Background: an optimization exercise with open tools, aiming at small area and a short achievable clock period. Do not read the settings as production practice.
Function was checked by simulation only, so behaviour that the tests miss may differ from the original.
Power and IR drop assume default switching activity.

==> flow/design.v <==
`timescale 1ns/1ps
module readGroup3 (
    input  logic [2:0] select,
    input  logic [2:0] data,
    output logic       anyLow
);
    assign anyLow = !(|(select & data));
endmodule
module registerFile (
    input  logic        CLOCK,
    input  logic        RESET,
    input  logic [31:1] selectA,        
    input  logic [31:1] selectB,
    input  logic        writeEnable,    
    input  logic [4:0]  writeIndex,
    input  logic [31:0] writeData,
    output logic [31:0] readDataA,
    output logic [31:0] readDataB
);
    logic [31:0] registers [1:31];
    logic [31:0] loadData;
    logic [31:1] load;
    assign loadData = RESET ? 32'b0 : writeData;
    always_comb
        for (int i = 1; i < 32; i++)
            load[i] = RESET || (writeEnable && writeIndex == 5'(i));
    always_ff @(posedge CLOCK)
        for (int i = 1; i < 32; i++)
            if (load[i])
                registers[i] <= loadData;
    for (genvar b = 0; b < 32; b++)
    begin : g_bit
        logic [9:0] lowA, lowB;
        for (genvar k = 0; k < 10; k++)
        begin : g_group
            readGroup3 i_a (.select(selectA[3*k+3:3*k+1]),
                            .data({registers[3*k+3][b], registers[3*k+2][b], registers[3*k+1][b]}),
                            .anyLow(lowA[k]));
            readGroup3 i_b (.select(selectB[3*k+3:3*k+1]),
                            .data({registers[3*k+3][b], registers[3*k+2][b], registers[3*k+1][b]}),
                            .anyLow(lowB[k]));
        end
        assign readDataA[b] = !(&lowA) || (selectA[31] && registers[31][b]);
        assign readDataB[b] = !(&lowB) || (selectB[31] && registers[31][b]);
    end
endmodule
`timescale 1ns/1ps
module mipsPipeline #(
    parameter logic [31:0] resetAddress = 32'h0000_0000
) (
    input  logic        CLOCK,
    input  logic        RESET,
    input  logic [31:0] instrData,
    input  logic [31:0] dataReadData,
    output logic [31:0] instrAddress,
    output logic [31:0] dataAddress,
    output logic [31:0] dataWriteData,
    output logic        dataWrite,
    output logic        regWriteEnable,
    output logic [4:0]  regWriteIndex,
    output logic [31:0] regWriteData
);
    logic [31:0] programCounter;
    logic [31:2] nextSequential;
    logic        redirect;
    logic [31:2] targetExecute;      
    assign nextSequential = programCounter[31:2] + 30'd1;
    always_ff @(posedge CLOCK)
    begin
        if (RESET)
            programCounter <= resetAddress;
        else if (redirect)
            programCounter[31:2] <= targetExecute;
        else
            programCounter[31:2] <= nextSequential;
    end
    assign instrAddress = programCounter;
    logic [31:0] instrDecode;
    logic        validDecode;
    logic [31:1] selectADecode, selectBDecode;    
    logic [16:0] targetLowDecode;
    always_ff @(posedge CLOCK)
    begin
        validDecode <= !(RESET || redirect);
        instrDecode <= instrData;
        targetLowDecode <= {1'b0, nextSequential[17:2]} + {1'b0, instrData[15:0]};
        for (int i = 1; i < 32; i++)
        begin
            selectADecode[i] <= (instrData[25:21] == 5'(i));
            selectBDecode[i] <= (instrData[20:16] == 5'(i));
        end
    end
    logic [5:0] opcode, funct;
    logic [4:0] rs, rt, rd;
    assign opcode = instrDecode[31:26];
    assign rs = instrDecode[25:21];
    assign rt = instrDecode[20:16];
    assign rd = instrDecode[15:11];
    assign funct = instrDecode[5:0];
    logic isRType, isAddImm, isLoad, isStore, isAndi, isOri, isXori;
    logic isBeq, isBne, isJump;
    logic fnAdd, fnSub, fnAnd, fnOr, fnXor, fnNor, fnSlt, fnSll, fnSrl, fnSra;
    assign isRType  = (opcode == 6'b000000);
    assign isJump   = (opcode == 6'b000010);
    assign isBeq    = (opcode == 6'b000100);
    assign isBne    = (opcode == 6'b000101);
    assign isAddImm = (opcode == 6'b001000) || (opcode == 6'b001001);
    assign isAndi   = (opcode == 6'b001100);
    assign isOri    = (opcode == 6'b001101);
    assign isXori   = (opcode == 6'b001110);
    assign isLoad   = (opcode == 6'b100011);
    assign isStore  = (opcode == 6'b101011);
    assign fnAdd = isRType && (funct == 6'b100000 || funct == 6'b100001);
    assign fnSub = isRType && (funct == 6'b100010 || funct == 6'b100011);
    assign fnAnd = isRType && (funct == 6'b100100);
    assign fnOr  = isRType && (funct == 6'b100101);
    assign fnXor = isRType && (funct == 6'b100110);
    assign fnNor = isRType && (funct == 6'b100111);
    assign fnSlt = isRType && (funct == 6'b101010);
    assign fnSll = isRType && (funct == 6'b000000);
    assign fnSrl = isRType && (funct == 6'b000010);
    assign fnSra = isRType && (funct == 6'b000011);
    logic rTypeKnown, immediateOp, regWrite;
    logic [4:0] destination;
    assign rTypeKnown = fnAdd || fnSub || fnAnd || fnOr || fnXor || fnNor ||
                        fnSlt || fnSll || fnSrl || fnSra;
    assign immediateOp = isAddImm || isAndi || isOri || isXori || isLoad;
    assign regWrite = rTypeKnown || immediateOp;
    assign destination = isRType ? rd : rt;
    logic [31:0] readDataA, readDataB;
    logic [31:0] writebackData, memoryResult;
    logic        regWriteMemory;
    logic [4:0]  writeIndexMemory;
    registerFile i_registerFile (
        .CLOCK(CLOCK),
        .RESET(RESET),
        .selectA(selectADecode),
        .selectB(selectBDecode),
        .writeEnable(regWriteMemory),
        .writeIndex(writeIndexMemory),
        .writeData(memoryResult),
        .readDataA(readDataA),
        .readDataB(readDataB)
    );
    logic [31:0] immediate, operandB;
    logic        zeroExtend, useImmediate, invertB;
    assign zeroExtend = isAndi || isOri || isXori;
    assign useImmediate = !isRType;
    assign invertB = fnSub || fnSlt;
    assign immediate = {{16{instrDecode[15] && !zeroExtend}}, instrDecode[15:0]};
    assign operandB = useImmediate ? immediate : (readDataB ^ {32{invertB}});
    logic [31:2] target, branchTarget;
    logic [31:18] highPlusOne, highMinusOne;
    always_comb
    begin
        for (int j = 0; j < 14; j++)
        begin
            highPlusOne[18 + j] = programCounter[18 + j] ^
                                  (&(programCounter[31:18] | (14'h3fff << j)));
            highMinusOne[18 + j] = programCounter[18 + j] ^
                                   !(|(programCounter[31:18] & ~(14'h3fff << j)));
        end
        branchTarget[17:2] = targetLowDecode[15:0];
        case ({targetLowDecode[16], instrDecode[15]})
            2'b10:   branchTarget[31:18] = highPlusOne;
            2'b01:   branchTarget[31:18] = highMinusOne;
            default: branchTarget[31:18] = programCounter[31:18];
        endcase
    end
    assign target = isJump ? {programCounter[31:28], instrDecode[25:0]} : branchTarget;
    logic        regWriteExecute, loadExecute, storeExecute;
    logic        branchExecute, branchOnEqualExecute, jumpExecute;
    logic        addExecute, subExecute, andExecute, orExecute, xorExecute, norExecute;
    logic        sltExecute, shiftExecute, sllExecute, arithExecute;
    logic [4:0]  shamtExecute, writeIndexExecute;
    logic [31:0] srcAExecute, operandBExecute, storeDataExecute;
    logic        takeBranch;
    always_ff @(posedge CLOCK)
    begin
        if (RESET || redirect || !validDecode)
        begin
            regWriteExecute <= 1'b0;
            loadExecute <= 1'b0;
            storeExecute <= 1'b0;
            branchExecute <= 1'b0;
            jumpExecute <= 1'b0;
        end
        else
        begin
            regWriteExecute <= regWrite && (destination != 5'd0);
            loadExecute <= isLoad;
            storeExecute <= isStore;
            branchExecute <= isBeq || isBne;
            jumpExecute <= isJump;
        end
        branchOnEqualExecute <= isBeq;
        addExecute <= isAddImm || isLoad || isStore || fnAdd || fnSub;
        subExecute <= fnSub || fnSlt;
        andExecute <= fnAnd || isAndi;
        orExecute  <= fnOr || isOri;
        xorExecute <= fnXor || isXori;
        norExecute <= fnNor;
        sltExecute <= fnSlt;
        shiftExecute <= fnSll || fnSrl || fnSra;
        sllExecute <= fnSll;
        arithExecute <= fnSra;
        shamtExecute <= instrDecode[10:6];
        writeIndexExecute <= destination;
        srcAExecute <= readDataA;
        operandBExecute <= operandB;
        storeDataExecute <= readDataB;
        if (!takeBranch)
            targetExecute <= target;
    end
    logic [32:0] sumCarry;
    logic [31:0] sum, logicResult, shiftInput, rightShift, shiftResult, otherResult;
    assign sumCarry = {srcAExecute, 1'b1} + {operandBExecute, subExecute};
    assign sum = sumCarry[32:1];
    always_comb
    begin
        logicResult = ({32{andExecute}} & (srcAExecute & operandBExecute)) |
                      ({32{orExecute}}  & (srcAExecute | operandBExecute)) |
                      ({32{xorExecute}} & (srcAExecute ^ operandBExecute)) |
                      ({32{norExecute}} & ~(srcAExecute | operandBExecute));
        for (int i = 0; i < 32; i++)
            shiftInput[i] = sllExecute ? operandBExecute[31 - i] : operandBExecute[i];
        rightShift = 32'($signed({arithExecute && shiftInput[31], shiftInput}) >>> shamtExecute);
        for (int i = 0; i < 32; i++)
            shiftResult[i] = sllExecute ? rightShift[31 - i] : rightShift[i];
        otherResult = logicResult | ({32{shiftExecute}} & shiftResult);
    end
    assign takeBranch = jumpExecute ||
                        (branchExecute && ((srcAExecute == storeDataExecute) == branchOnEqualExecute));
    logic        loadMemory, storeMemory, takeBranchMemory;
    logic        addMemory, sltMemory, signsDifferMemory, signAMemory;
    logic [31:0] sumMemory, otherMemory, storeDataMemory;
    logic        lessThan;
    always_ff @(posedge CLOCK)
    begin
        if (RESET || redirect)
        begin
            regWriteMemory <= 1'b0;
            loadMemory <= 1'b0;
            storeMemory <= 1'b0;
            takeBranchMemory <= 1'b0;
        end
        else
        begin
            regWriteMemory <= regWriteExecute;
            loadMemory <= loadExecute;
            storeMemory <= storeExecute;
            takeBranchMemory <= takeBranch;
        end
        writeIndexMemory <= writeIndexExecute;
        sumMemory <= sum;
        otherMemory <= otherResult;
        addMemory <= addExecute;
        sltMemory <= sltExecute;
        signsDifferMemory <= (srcAExecute[31] == operandBExecute[31]);
        signAMemory <= srcAExecute[31];
        storeDataMemory <= storeDataExecute;
    end
    assign redirect = takeBranchMemory;
    assign dataAddress = sumMemory;
    assign dataWriteData = storeDataMemory;
    assign dataWrite = storeMemory;
    assign lessThan = signsDifferMemory ? signAMemory : sumMemory[31];
    assign memoryResult = loadMemory ? dataReadData :
                          (({32{addMemory}} & sumMemory) | otherMemory |
                           {31'b0, sltMemory && lessThan});
    always_ff @(posedge CLOCK)
    begin
        if (RESET)
            regWriteEnable <= 1'b0;
        else
            regWriteEnable <= regWriteMemory;
        regWriteIndex <= writeIndexMemory;
        writebackData <= memoryResult;
    end
    assign regWriteData = writebackData;
endmodule
==> flow/config.mk <==
export PLATFORM = sky130hd
export DESIGN_NAME = mipsPipeline
export DESIGN_NICKNAME = mipsPipeline
export VERILOG_FILES = /design/flow/design.v
export SDC_FILE = /design/flow/constraint.sdc
export NUM_CORES = 4
export LEC_CHECK = 0
export CAP_MARGIN = 20
export CORE_MARGIN = 2
export CORE_UTILIZATION = 50
export PLACE_DENSITY = 0.55
export SETUP_SLACK_MARGIN = 3.3
export SLEW_MARGIN = 20
export SYNTH_HIERARCHICAL = 1
export TNS_END_PERCENT = 100
==> flow/constraint.sdc <==
create_clock -name core_clock -period 6.0 [get_ports {CLOCK}]
set_input_delay 1.2000 -clock core_clock [delete_from_list [all_inputs] [get_ports {CLOCK}]]
set_output_delay 1.2000 -clock core_clock [all_outputs]
set_load 0.01 [all_outputs]
standard.sh (not shown) runs the stock make flow with config.mk's settings and CLKGATE_MAP_FILE= SYNTH_SCRIPT=/design/flow/synth_recipe.tcl, a recipe that flattens the netlist after the stock synthesis.
==> flow/flow/run.sh <==
#!/bin/bash
# The standard ORFS layout with three changes:
#  - ports are buffered with buf_2 instead of the default (a slow delay buffer),
#  - the resizer may swap cells across footprints,
#  - clock tree: clkbuf_16 root, clkbuf_8 elsewhere, smaller sink clusters,
#    no dummy loads.
set -euo pipefail
bash standard.sh finish \
    MATCH_CELL_FOOTPRINT=0 \
    "BUFFER_PORTS_ARGS=-buffer_cell sky130_fd_sc_hd__buf_2" \
    "CTS_ARGS=-sink_clustering_enable -repair_clock_nets -root_buf sky130_fd_sc_hd__clkbuf_16 -buf_list sky130_fd_sc_hd__clkbuf_8 -dont_use_dummy_load -sink_clustering_size 18 -sink_clustering_max_diameter 50" \
    > flow_make.log 2>&1
The starting point ran to the end with no violations.
Next try:
CORE_UTILIZATION = 40   (was 50)
PLACE_DENSITY = 0.45   (was 0.55)
Clock power increases by 6.9%.
Non-clock buffer count is higher by 2.
Combinational power rose by about 2%.
Routed wire length grows by 7.3%.
Synthesized cell count is unchanged.
Worst hold slack is worse by 0.0058 ns.
Synthesized area is unchanged.
Utilization goes down by 11 points.
Clock-buffer cell count goes up by 16.
Final area came out higher by 1.1%.
Global-route usage drops by 5.1 points.
Next try:
TNS_END_PERCENT = 30   (was 100)
Result:
- The changed run went through all stages and came out clean
- cell area went down by 0.55%
- register-to-register slack is about the same
- core utilization went down by 0.25 points
- via count went up by 1.1%
- power is about the same
- synthesized cell count does not change


Setup of old:
mipsPipeline, a different RTL version from the one above (not shown whole).
For scale: about 1400 flip-flops, roughly 200 I/O pins.
Design mipsPipeline, start of the top module:
module mipsPipeline #(
    parameter logic [31:0] resetAddress = 32'h0000_0000
) (
    input  logic        CLOCK,
    input  logic        RESET,
    input  logic [31:0] instrData,
    input  logic [31:0] dataReadData,
    output logic [31:0] instrAddress,
    output logic [31:0] dataAddress,
    output logic [31:0] dataWriteData,
    output logic        dataWrite,
    output logic        regWriteEnable,
    output logic [4:0]  regWriteIndex,
    output logic [31:0] regWriteData
);
clock: 6.0 ns
lec_check: 0
cap_margin: 20
core_margin: 2
core_utilization: 40
place_density: 0.45
setup_slack_margin: 3.3
slew_margin: 20
synth_hierarchical: 1
tns_end_percent: 100
Scripts as last shown in full above: flow/flow/run.sh
old: all stages complete, timing, DRC and antenna checks passed
Inputs modified between old and new:
- SETUP_SLACK_MARGIN now 3.6, was 3.3
## What came out
The core occupancy in the finished layout of new exceeds that of old by 1.8 points. In new, the worst reg2reg path depth came out 2 below the value in old. Total power consumption of the routed design in new is about 2% above old. Diff old -> new | cell count | up slightly. A capture point of the worst path of operandBExecute[15] is what new shows, while operandBExecute[9] belongs to old. Min static leakage across new and old: old. Summary: with old as the reference, power per unit of standard cell area in new moved down slightly. Cmp new and old / final area / lower: old. new vs old, layout-stage area growth over the synthesis result went up by 4.6 points. Cmp new vs old: worst setup margin lower in new. Compared with old, new shows relative slew slack lower by 6.3 points.


mipsPipeline, a different RTL version from the one above (not shown whole).
Size: ~4100 cells after synthesis, about 1400 flip-flops, about 200 I/O pins, ~59000 µm² of cells after synthesis.
clock: 6.0 ns
lec_check: 0
cap_margin: 20
core_margin: 2
core_utilization: 40
place_density: 0.45
setup_slack_margin: 3.4
slew_margin: 20
synth_hierarchical: 1
tns_end_percent: 100
Scripts as last shown in full above: flow/flow/run.sh
Edit:
Settings changed: CORE_UTILIZATION 40 to 50, PLACE_DENSITY 0.45 to 0.55, SETUP_SLACK_MARGIN 3.4 to 3.3, TNS_END_PERCENT 100 to 30.
Result:
- The new run finished with timing, DRC and antenna clean
- global-route usage is higher by 5.7 points
- setup slack got worse by 9.3 ps
- total power shrinks by 2.9%
- hold slack got worse by 18 ps
- wire length is lower by about 5.4%
- synthesized area is unchanged
- design area shrinks by about 2.2%
- sequential cell count stays the same

static timing again, ports no longer ideal:
Ports are ideal in the flow. The routed layouts listed here were re-timed in OpenROAD. Step 1 assumes that a clkbuf_16 drives the clock port and a buf_2 every other input. Step 2 moves the port delays by t, midway between the first and last clock arrival at a register: inputs arrive t later, outputs are due t later. That takes back most of the time a late clock gives input paths. Three values: ideal, step 1, step 2; two values: the first two.
| run | shift t [ns] | setup WS [ns] | latest minus earliest clock arrival (ns) |
|---|---|---|---|
| the first run of note 1 | 0.793 | 3.211 / 3.211 / 2.469 | 0.090 / 0.089 |
| the second run of note 1 | 0.826 | 3.216 / 3.216 / 2.429 | 0.093 / 0.093 |
| the third run of note 1 | 0.799 | 3.202 / 3.183 / 2.384 | 0.100 / 0.100 |
| old | 0.819 | 3.079 / 3.079 / 2.561 | 0.082 / 0.081 |
| new | 0.823 | 2.936 / 2.936 / 2.659 | 0.098 / 0.099 |
| the first run of note 3 | 0.825 | 3.278 / 3.278 / 2.786 | 0.096 / 0.096 |
| the second run of note 3 | 0.769 | 3.269 / 3.227 / 2.594 | 0.116 / 0.117 |
After both steps every run listed still meets setup and hold. The setup slack of the third run of note 1, which loses most, moves by -0.019 ns with the drivers and by -0.818 ns with both steps.
